What follows belongs to an exercise in optimizing a design on an open flow for small area, a short achievable clock period and few clock cycles per item; a production flow would make more cautious choices. At most, simulation tests tie the RTL to the original design; equivalence was not proved. Power and IR drop assume default switching activity.

Design fp_mul_pipe, start of the top module:
module fp_mul_pipe
#(
  parameter int EXP_W = 8,
  parameter int MAN_W = 23,
  localparam int W = 1 + EXP_W + MAN_W
) (
  input  logic         clk,
  input  logic         reset,
  input  logic         in_valid,
  output logic         in_ready,
  input  logic         rnd_mode,
  input  logic [W-1:0] a,
  input  logic [W-1:0] b,
  output logic         out_valid,
  input  logic         out_ready,
  output logic [W-1:0] c,
  output logic         ovf,
  output logic         unf,
  output logic         inv
);
clock: 8.5 ns
lec_check: 0
abc_area: 1
cap_margin: 20
core_margin: 2
core_utilization: 40
cts_buf_list: sky130_fd_sc_hd__clkbuf_8 sky130_fd_sc_hd__clkbuf_16
setup_slack_margin: 4.6
slew_margin: 20
synth_hierarchical: 1
synth_minimum_keep_size: 0
standard.sh (not shown) runs the stock make flow with config.mk's settings and CLKGATE_MAP_FILE= SYNTH_SCRIPT=/design/flow/synth_recipe.tcl, a recipe that flattens the netlist after the stock synthesis.
==> flow/flow/run.sh <==
#!/bin/bash
# Layout flow: the standard ORFS flow (standard.sh, unchanged synthesis),
# with port buffers of a plain small buffer cell instead of the default
# choice, and timing repair allowed to change cell footprints.
set -euo pipefail
bash standard.sh \
  MATCH_CELL_FOOTPRINT=0 \
  REMOVE_ABC_BUFFERS=1 \
  BUFFER_PORTS_ARGS="-buffer_cell sky130_fd_sc_hd__buf_2" \
  finish > standard.log 2>&1
==> next run, changes <==
--- a/flow/flow/run.sh
+++ b/flow/flow/run.sh
@@ -7,3 +7,2 @@
   MATCH_CELL_FOOTPRINT=0 \
-  REMOVE_ABC_BUFFERS=1 \
   BUFFER_PORTS_ARGS="-buffer_cell sky130_fd_sc_hd__buf_2" \
SETUP_SLACK_MARGIN = 4.8   (was 4.6)
The changed run went through all stages and came out clean.
Cell area rises by about 2.5%.
Count of clock-buffer cells in the layout does not change.
Total power is higher by about 2%.
Wire length is higher by about 2.6%.
Maximum frequency goes up by about 2.4%.
==> next run, changes <==
SETUP_SLACK_MARGIN = 4.6   (was 4.8)
What happened: Synthesized area stays the same; first-iteration DRC count rises slightly; via count fell slightly; worst hold slack barely changes.
No run of this note included a check of the RTL's function; only the layout flow was run.


== lane 1 ==
fp_mul_pipe, a different RTL version from the one above (not shown whole).
Size in the first run: ~2000 cells after synthesis, about 190 flip-flops, about 110 I/O pins.
==> flow/design.v (excerpt) <==
module fp_mul_pipe
#(
  parameter int EXP_W = 8,
  parameter int MAN_W = 23,
  localparam int W = 1 + EXP_W + MAN_W
) (
  input  logic         clk,
  input  logic         reset,
  input  logic         in_valid,
  output logic         in_ready,
  input  logic         rnd_mode,
  input  logic [W-1:0] a,
  input  logic [W-1:0] b,
  output logic         out_valid,
  input  logic         out_ready,
  output logic [W-1:0] c,
  output logic         ovf,
  output logic         unf,
  output logic         inv
);
  logic en, vld1, vld2, vld3;
  logic [22:0] am, bm;
  logic s0, m0, inv0, zero0, vld0;
  logic [9:0] e0;
  logic bo0;
  logic bt0;
  logic bo1;
  logic bt1;
  logic bo2;
  logic bt2;
  logic bo3;
  logic bt3;
  logic bo4;
  logic bt4;
  logic bo5;
  logic bt5;
  logic bo6;
  logic bt6;
  logic bo7;
  logic bt7;
  logic bo8;
  logic bt8;
  logic bo9;
  logic bt9;
  logic bo10;
  logic bt10;
  logic bo11;
  logic bt11;
  assign en       = !vld2 | out_ready;
  assign in_ready = en;
  assign out_valid = vld2;
  always_ff @(posedge clk) begin
    if (reset) begin
      vld1 <= 1'b0;
      vld2 <= 1'b0;
      vld3 <= 1'b0;
    end else if (en) begin
      vld1 <= vld0;
      vld2 <= vld1;
      vld3 <= vld2;
    end
  end
  logic bo0_d;
  logic bt0_d;
  logic bn0;
  logic pp1;
  logic pp2;
  logic pp3;
  logic pp4;
  logic pp5;
  logic pp6;
  logic pp7;
  logic pp8;
  logic pp9;
  logic pp10;
  logic pp11;
  logic pp12;
  logic pp13;
  logic pp14;
  logic pp15;
  logic pp16;
  logic pp17;
  logic pp18;
  logic pp19;
  logic pp20;
  logic pp21;
  logic pp22;
  logic pp23;
  logic pp24;
  logic pp25;
  logic ns26;
  logic bo1_d;
  logic bt1_d;
  logic bn1;
  logic pp27;
  logic pp28;
  logic pp29;
  logic pp30;
  logic pp31;
  logic pp32;
  logic pp33;
  logic pp34;
  logic pp35;
  logic pp36;
  logic pp37;
  logic pp38;
  logic pp39;
  logic pp40;
  logic pp41;
  logic pp42;
  logic pp43;
  logic pp44;
  logic pp45;
  logic pp46;
  logic pp47;
  ...
clock: 8.5 ns
lec_check: 0
abc_area: 1
cap_margin: 20
core_margin: 2
core_utilization: 40
cts_buf_list: sky130_fd_sc_hd__clkbuf_8 sky130_fd_sc_hd__clkbuf_16
setup_slack_margin: 4.0
slew_margin: 20
synth_hierarchical: 1
synth_minimum_keep_size: 0
==> flow/flow/run.sh <==
#!/bin/bash
# Layout flow: the standard ORFS flow (standard.sh, unchanged synthesis),
# with port buffers of a plain small buffer cell instead of the default
# choice, and timing repair allowed to change cell footprints.
set -euo pipefail
bash standard.sh \
  MATCH_CELL_FOOTPRINT=0 \
  BUFFER_PORTS_ARGS="-buffer_cell sky130_fd_sc_hd__buf_2" \
  finish > standard.log 2>&1
--- input diff lane 1..lane 2 ---
Settings: swapping 1 for 0 in ABC_AREA.
Findings:
Wire length on met2 in lane 2 vs lane 1: up 8.0%. r1_lc$_DFFE_PP_ as the last element of the critical path was reported by lane 1, and c_q[15]$_SDFFCE_PP1P_ by lane 2. Looking only at non-clock buffer share of cell area, and setting everything else aside, the lower value of lane 2 and lane 1 goes to lane 1. The setup slack of lane 2 is smaller than that of lane 1. Most common library cell in the layout ignoring fill and taps = sky130_fd_sc_hd__xnor2_1: lane 2; most common library cell in the layout ignoring fill and taps = sky130_fd_sc_hd__xor2_1: lane 1. Pre-CTS worst setup slack came out lower on lane 2 than on lane 1. In lane 2, worst relative slew slack is lower than in lane 1.
Function was not checked in any run of this note: the RTL went through the layout flow alone.


## v21
fp_mul_pipe, a different RTL version from the one above (not shown whole).
Size in the first run: about 190 flip-flops, roughly 110 I/O pins.
export LEC_CHECK = 0
export ABC_AREA = 1
export CAP_MARGIN = 20
export CORE_MARGIN = 2
export CORE_UTILIZATION = 40
export CTS_BUF_LIST = sky130_fd_sc_hd__clkbuf_8 sky130_fd_sc_hd__clkbuf_16
export PLACE_DENSITY = 0.75
export SETUP_SLACK_MARGIN = 4.6
export SLEW_MARGIN = 20
export SYNTH_HIERARCHICAL = 1
export SYNTH_MINIMUM_KEEP_SIZE = 0
create_clock -name core_clock -period 8.5 [get_ports {clk}]
Scripts as last shown in full above: flow/flow/run.sh
v21: flow completed, timing, DRC and antenna clean
Testbench counts of v21, summed over its fixed seeds: cycles 16,024, items 16,000.
### v21 -> v5
- swapping 4.6 for 4.2 in SETUP_SLACK_MARGIN
- clearing PLACE_DENSITY, which used to be 0.75
-- flow/flow/run.sh --
<<< v21, line 3
# with port buffers of a plain small buffer cell instead of the default
# choice, and timing repair allowed to change cell footprints.
set -euo pipefail
bash standard.sh \
>>> v5, line 3
# with port buffers of a plain small buffer cell instead of the default
# choice, timing repair allowed to change cell footprints, and a fanout cap
# for the post-placement repair_design (flow/fanout.tcl).
set -euo pipefail
export PRE_RESIZE_TCL="$PWD/flow/fanout.tcl"
bash standard.sh \
==> flow/flow/fanout.tcl (new file) <==
# Hook sourced before the post-placement repair_design: cap the fanout so the
# operand bank's flip-flops (which drive about 24 Booth selectors each) get buffered.
set_max_fanout 12 [current_design]
- v5 finished every step from synthesis to the final layout, and the layout passed the timing, DRC and antenna checks.
- v5 vs v21, highest metal layer with signal wires: met5 vs met4
- Route | v5 vs v21 | wire shorter in v5
- When v5 is set beside v21, its layout overhead on the synthesized area turns out to be 1.2 points smaller.
- v21 reports its end of the critical path as in_ready while v5 reports r1_32_1$_DFFE_PP_.
- v5 against v21: share of the core filled with cells in the final layout decreased 0.49 points; count of antenna diodes in the layout essentially unchanged; number of multi-input combinational cells in the layout decreased 0.33%.
- As far as setup violation total in the final timing report goes, v5 and v21 are indistinguishable; the numbers are identical.
## Diff of input files: v6 against v5
- CTS_CLUSTER_SIZE now 30, previously not set
- SETUP_SLACK_MARGIN now 4.6, was 4.2
- CTS_BUF_LIST now sky130_fd_sc_hd__clkbuf_16, was sky130_fd_sc_hd__clkbuf_8 sky130_fd_sc_hd__clkbuf_16
==> flow/flow/run.sh <==
#!/bin/bash
# Layout flow: the standard ORFS flow (standard.sh, unchanged synthesis),
# with port buffers of a plain small buffer cell instead of the default
# choice, and timing repair allowed to change cell footprints.
set -euo pipefail
bash standard.sh \
  MATCH_CELL_FOOTPRINT=0 \
  BUFFER_PORTS_ARGS="-buffer_cell sky130_fd_sc_hd__buf_2" \
  finish > standard.log 2>&1
removed: flow/flow/fanout.tcl
Notes after the runs:
Timing startpoint of the critical path = out_ready: v6; timing startpoint of the critical path = bt8n$_DFFE_PP_: v5
Summary of v6 over v5: sequential share of layout area picked up an extra 0.19 points; last weighted congestion value of the routability-driven placer picked up an extra about 2%.
For non-clock buffer count, dividing the value from v6 by the value from v5 gives 0.71.
There was hardly any difference in count of clock-buffer cells in the layout between v6 and v5.
On worst setup slack after layout, the higher figure sits with v6, not v5.
Total wire length of v6 falls short of that of v5 by a few percent.


## pine
fp_mul_pipe, a different RTL version from the one above (not shown whole).
For scale: roughly 2100 cells after synthesis, about 190 flip-flops, about 110 I/O pins.
==> flow/config.mk <==
export PLATFORM = sky130hd
export DESIGN_NAME = fp_mul_pipe
export DESIGN_NICKNAME = fp_mul_pipe
export VERILOG_FILES = /design/flow/design.v
export SDC_FILE = /design/flow/constraint.sdc
export NUM_CORES = 4
export LEC_CHECK = 0
export ABC_AREA = 1
export CAP_MARGIN = 20
export CORE_MARGIN = 2
export CORE_UTILIZATION = 40
export CTS_BUF_LIST = sky130_fd_sc_hd__clkbuf_8 sky130_fd_sc_hd__clkbuf_16
export SETUP_SLACK_MARGIN = 4.6
export SLEW_MARGIN = 20
export SYNTH_HIERARCHICAL = 1
export SYNTH_MINIMUM_KEEP_SIZE = 0
==> flow/constraint.sdc <==
create_clock -name core_clock -period 8.5 [get_ports {clk}]
set_input_delay 1.7000 -clock core_clock [delete_from_list [all_inputs] [get_ports {clk}]]
set_output_delay 1.7000 -clock core_clock [all_outputs]
set_load 0.01 [all_outputs]
==> flow/flow/run.sh <==
#!/bin/bash
# Layout flow: the standard ORFS flow (standard.sh, unchanged synthesis),
# with port buffers of a plain small buffer cell instead of the default
# choice, and timing repair allowed to change cell footprints.
set -euo pipefail
bash standard.sh \
  MATCH_CELL_FOOTPRINT=0 \
  BUFFER_PORTS_ARGS="-buffer_cell sky130_fd_sc_hd__buf_2" \
  finish > standard.log 2>&1
Modified inputs, birch compared to pine
diff --git a/flow/flow/run.sh b/flow/flow/run.sh
--- a/flow/flow/run.sh
+++ b/flow/flow/run.sh
@@ -7,2 +7,3 @@
   MATCH_CELL_FOOTPRINT=0 \
+  REMOVE_ABC_BUFFERS=1 \
   BUFFER_PORTS_ARGS="-buffer_cell sky130_fd_sc_hd__buf_2" \
On number of non-filler instances in the completed layout, pine and birch are basically level.
Comparing pine and birch, the higher routed wire length on met3 is on birch.
When birch is set beside pine, its global-route track usage on met3 turns out to be 0.59 points larger.
Diff pine and birch: worst hold margin higher in pine
Diff pine -> birch: HPWL reported at the end of detailed placement -2.2%; number of resized instances in the post-cts repair step ~0 delta; combined global-route utilization of all metal layers ~0 delta.
Compare pine and birch | met2 track demand over resource in global routing higher: birch
pine has lower pre-CTS setup slack than birch.
Sort pine and birch by sum of routed wire length over all layers, ascending, and pine comes first.
No functional check of the RTL was part of any run of this note.


RTL: one of the versions met above, not the one the previous note started from.
Size: roughly 190 flip-flops, about 110 I/O pins, about 21,000 um2 of cells after synthesis.
Settings: LEC_CHECK=0, ABC_AREA=1, CAP_MARGIN=20, CORE_MARGIN=2, CORE_UTILIZATION=40, CTS_BUF_LIST=sky130_fd_sc_hd__clkbuf_8 sky130_fd_sc_hd__clkbuf_16, SETUP_SLACK_MARGIN=4.2, SLEW_MARGIN=20, SYNTH_HIERARCHICAL=1, SYNTH_MINIMUM_KEEP_SIZE=0; clock period 8.5 ns.
==> flow/flow/run.sh <==
#!/bin/bash
# Layout flow: the standard ORFS flow (standard.sh, unchanged synthesis),
# with port buffers of a plain small buffer cell instead of the default
# choice, and timing repair allowed to change cell footprints.
set -euo pipefail
bash standard.sh \
  MATCH_CELL_FOOTPRINT=0 \
  BUFFER_PORTS_ARGS="-buffer_cell sky130_fd_sc_hd__buf_2" \
  finish > standard.log 2>&1
Testbench counts at the start, summed over its fixed seeds: cycles 16,024, items 16,000.
Next try:
--- a/flow/config.mk
+++ b/flow/config.mk
@@ -13 +13 @@
-export SETUP_SLACK_MARGIN = 4.2
+export SETUP_SLACK_MARGIN = 4.8
Effect: The changed run ran to the end with no violations; sequential share of layout area came out lower by 2.1 points; core utilization grows by 4.2 points; via count grows by a few percent; global-route usage grows by 1.6 points; critical path depth went down by 2.
Next try:
--- a/flow/config.mk
+++ b/flow/config.mk
@@ -13 +13 @@
-export SETUP_SLACK_MARGIN = 4.8
+export SETUP_SLACK_MARGIN = 4.6
@@ -16,0 +17 @@
+export TNS_END_PERCENT = 5
The changed run went through all stages and came out clean.
Setup slack degrades by 74 ps.
Design area came out lower by 7.0%.
Power decreases by 9.5%.
Clock-buffer cell count stays the same.
Critical path depth falls by 1.
Die area does not change.
Via count shrinks by 4.4%.
Combinational power decreases by 12%.
Sequential share of layout area came out higher by 1.7 points.
Area after synthesis stays the same.
Cell count falls by 2.1%.
Next try:
--- a/flow/config.mk
+++ b/flow/config.mk
@@ -13 +13 @@
-export SETUP_SLACK_MARGIN = 4.6
+export SETUP_SLACK_MARGIN = 4.8
Result:
- hold slack stays flat
- combinational power went up by 3.1%
- synthesized area does not change
Next try:
--- a/flow/config.mk
+++ b/flow/config.mk
@@ -13 +13 @@
-export SETUP_SLACK_MARGIN = 4.8
+export SETUP_SLACK_MARGIN = 4.6
@@ -17 +16,0 @@
-export TNS_END_PERCENT = 5
Clock skew fell by 5.1 ps; wire length barely changes; final area rose by 0.44%; die area is unchanged; area after synthesis stays the same.


fp_mul_pipe, a different RTL version from the one above (not shown whole).
For scale: roughly 2000 cells after synthesis, roughly 180 flip-flops, about 0.020 mm² of cells after synthesis.
Design fp_mul_pipe, start of the top module:
module fp_mul_pipe
#(
  parameter int EXP_W = 8,
  parameter int MAN_W = 23,
  localparam int W = 1 + EXP_W + MAN_W
) (
  input  logic         clk,
  input  logic         reset,
  input  logic         in_valid,
  output logic         in_ready,
  input  logic         rnd_mode,
  input  logic [W-1:0] a,
  input  logic [W-1:0] b,
  output logic         out_valid,
  input  logic         out_ready,
  output logic [W-1:0] c,
  output logic         ovf,
  output logic         unf,
  output logic         inv
);
clock: 8.5 ns
lec_check: 0
abc_area: 1
cap_margin: 20
core_margin: 2
core_utilization: 40
cts_buf_list: sky130_fd_sc_hd__clkbuf_8 sky130_fd_sc_hd__clkbuf_16
setup_slack_margin: 3.85
slew_margin: 20
synth_hierarchical: 1
synth_minimum_keep_size: 0
==> flow/flow/run.sh <==
#!/bin/bash
# Layout flow: the standard ORFS flow (standard.sh, unchanged synthesis),
# with port buffers of a plain small buffer cell instead of the default
# choice, and timing repair allowed to change cell footprints.
set -euo pipefail
bash standard.sh \
  MATCH_CELL_FOOTPRINT=0 \
  REMOVE_ABC_BUFFERS=1 \
  BUFFER_PORTS_ARGS="-buffer_cell sky130_fd_sc_hd__buf_2" \
  finish > standard.log 2>&1
The baseline completed without violations.
Edit:
--- a/flow/flow/run.sh
+++ b/flow/flow/run.sh
@@ -8 +7,0 @@
-  REMOVE_ABC_BUFFERS=1 \
After rerunning:
- count of clock-buffer cells in the layout is unchanged
- worst hold slack barely changes
- synthesized area is unchanged
- die area is unchanged
- clock skew hardly moves
- cell count is about the same
No functional check of the RTL was part of any run of this note.


RTL: one of the versions met above, not the one the previous note started from.
For scale: roughly 2000 cells after synthesis, about 190 flip-flops, roughly 110 I/O pins, ~0.021 mm2 of cells after synthesis.
export LEC_CHECK = 0
export ABC_AREA = 1
export CAP_MARGIN = 20
export CORE_MARGIN = 2
export CORE_UTILIZATION = 40
export CTS_BUF_LIST = sky130_fd_sc_hd__clkbuf_8 sky130_fd_sc_hd__clkbuf_16
export SETUP_SLACK_MARGIN = 4.4
export SLEW_MARGIN = 20
export SYNTH_HIERARCHICAL = 1
export SYNTH_MINIMUM_KEEP_SIZE = 0
create_clock -name core_clock -period 8.5 [get_ports {clk}]
==> flow/flow/run.sh <==
#!/bin/bash
# Layout flow: the standard ORFS flow (standard.sh, unchanged synthesis),
# with port buffers of a plain small buffer cell instead of the default
# choice, and timing repair allowed to change cell footprints.
set -euo pipefail
bash standard.sh \
  MATCH_CELL_FOOTPRINT=0 \
  BUFFER_PORTS_ARGS="-buffer_cell sky130_fd_sc_hd__buf_2" \
  finish > standard.log 2>&1
The baseline completed with no timing, DRC or antenna violations.
Testbench counts at the start, summed over its fixed seeds: cycles 16,024, items 16,000.
Then changed:
--- a/flow/config.mk
+++ b/flow/config.mk
@@ -11 +11 @@
-export CORE_UTILIZATION = 40
+export CORE_UTILIZATION = 50
@@ -13 +13 @@
-export SETUP_SLACK_MARGIN = 4.4
+export SETUP_SLACK_MARGIN = 4.6
What happened:
- final area is higher by a few percent
- critical path depth is higher by 1
- clock skew is lower by 0.0041 ns
- fmax is higher slightly

-- what the ideal ports hide --
The results above use ideal ports. As a check the final layouts listed here were re-extracted and re-timed, cells and wires unchanged.
Step 1 assumes that a clkbuf_16 drives the clock port and a buf_2 every other input.
Step 2 times the ports against the registers' clock, not the clock port: input delays grow and output delays shrink by t, the midpoint of the rising clock arrivals with the driver on.
Slacks: ideal ports / drivers / drivers and shift; pairs: ideal ports / drivers.
run	t, ns	setup slack, ns	clock arrival spread, ns	worst register clock-pin slew, ns	pins driven straight from the clock port
the first run of note 1	0.544	4.644 / 4.644 / 4.644	0.023 / 0.023	0.09 / 0.09	1
the second run of note 1	0.547	4.732 / 4.732 / 4.732	0.026 / 0.026	0.09 / 0.09	1
the third run of note 1	0.540	4.682 / 4.682 / 4.682	0.030 / 0.029	0.09 / 0.09	1
lane 1	0.547	4.098 / 4.098 / 4.098	0.024 / 0.024	0.09 / 0.09	1
lane 2	0.518	3.675 / 3.675 / 3.675	0.014 / 0.014	0.08 / 0.08	1
v21	0.518	4.591 / 4.559 / 4.517	0.021 / 0.021	0.09 / 0.09	1
v5	0.544	4.248 / 4.248 / 3.977	0.023 / 0.023	0.09 / 0.09	1
v6	0.542	4.610 / 4.577 / 4.463	0.029 / 0.028	0.09 / 0.09	1
pine	0.533	4.623 / 4.585 / 4.480	0.021 / 0.022	0.08 / 0.08	1
birch	0.551	4.608 / 4.577 / 4.477	0.026 / 0.025	0.10 / 0.10	1
the first run of note 5	0.552	4.244 / 4.244 / 4.244	0.026 / 0.026	0.09 / 0.09	1
the second run of note 5	0.530	4.493 / 4.462 / 4.462	0.027 / 0.027	0.10 / 0.10	1
the third run of note 5	0.548	4.419 / 4.386 / 4.243	0.034 / 0.033	0.09 / 0.09	1
the fourth run of note 5	0.550	4.413 / 4.380 / 4.243	0.034 / 0.034	0.09 / 0.09	1
the fifth run of note 5	0.542	4.610 / 4.577 / 4.463	0.029 / 0.028	0.09 / 0.09	1
the first run of note 6	0.544	3.908 / 3.908 / 3.908	0.025 / 0.025	0.09 / 0.09	1
the second run of note 6	0.535	3.939 / 3.939 / 3.939	0.028 / 0.028	0.09 / 0.09	1
the first run of note 7	0.551	4.438 / 4.406 / 4.406	0.026 / 0.026	0.09 / 0.09	1
the second run of note 7	0.510	4.508 / 4.474 / 4.474	0.023 / 0.023	0.09 / 0.09	1
After both steps every run listed still meets setup and hold. For v5, which loses most, drivers alone change the setup slack by 0.000 ns; drivers and shift together by -0.271 ns.
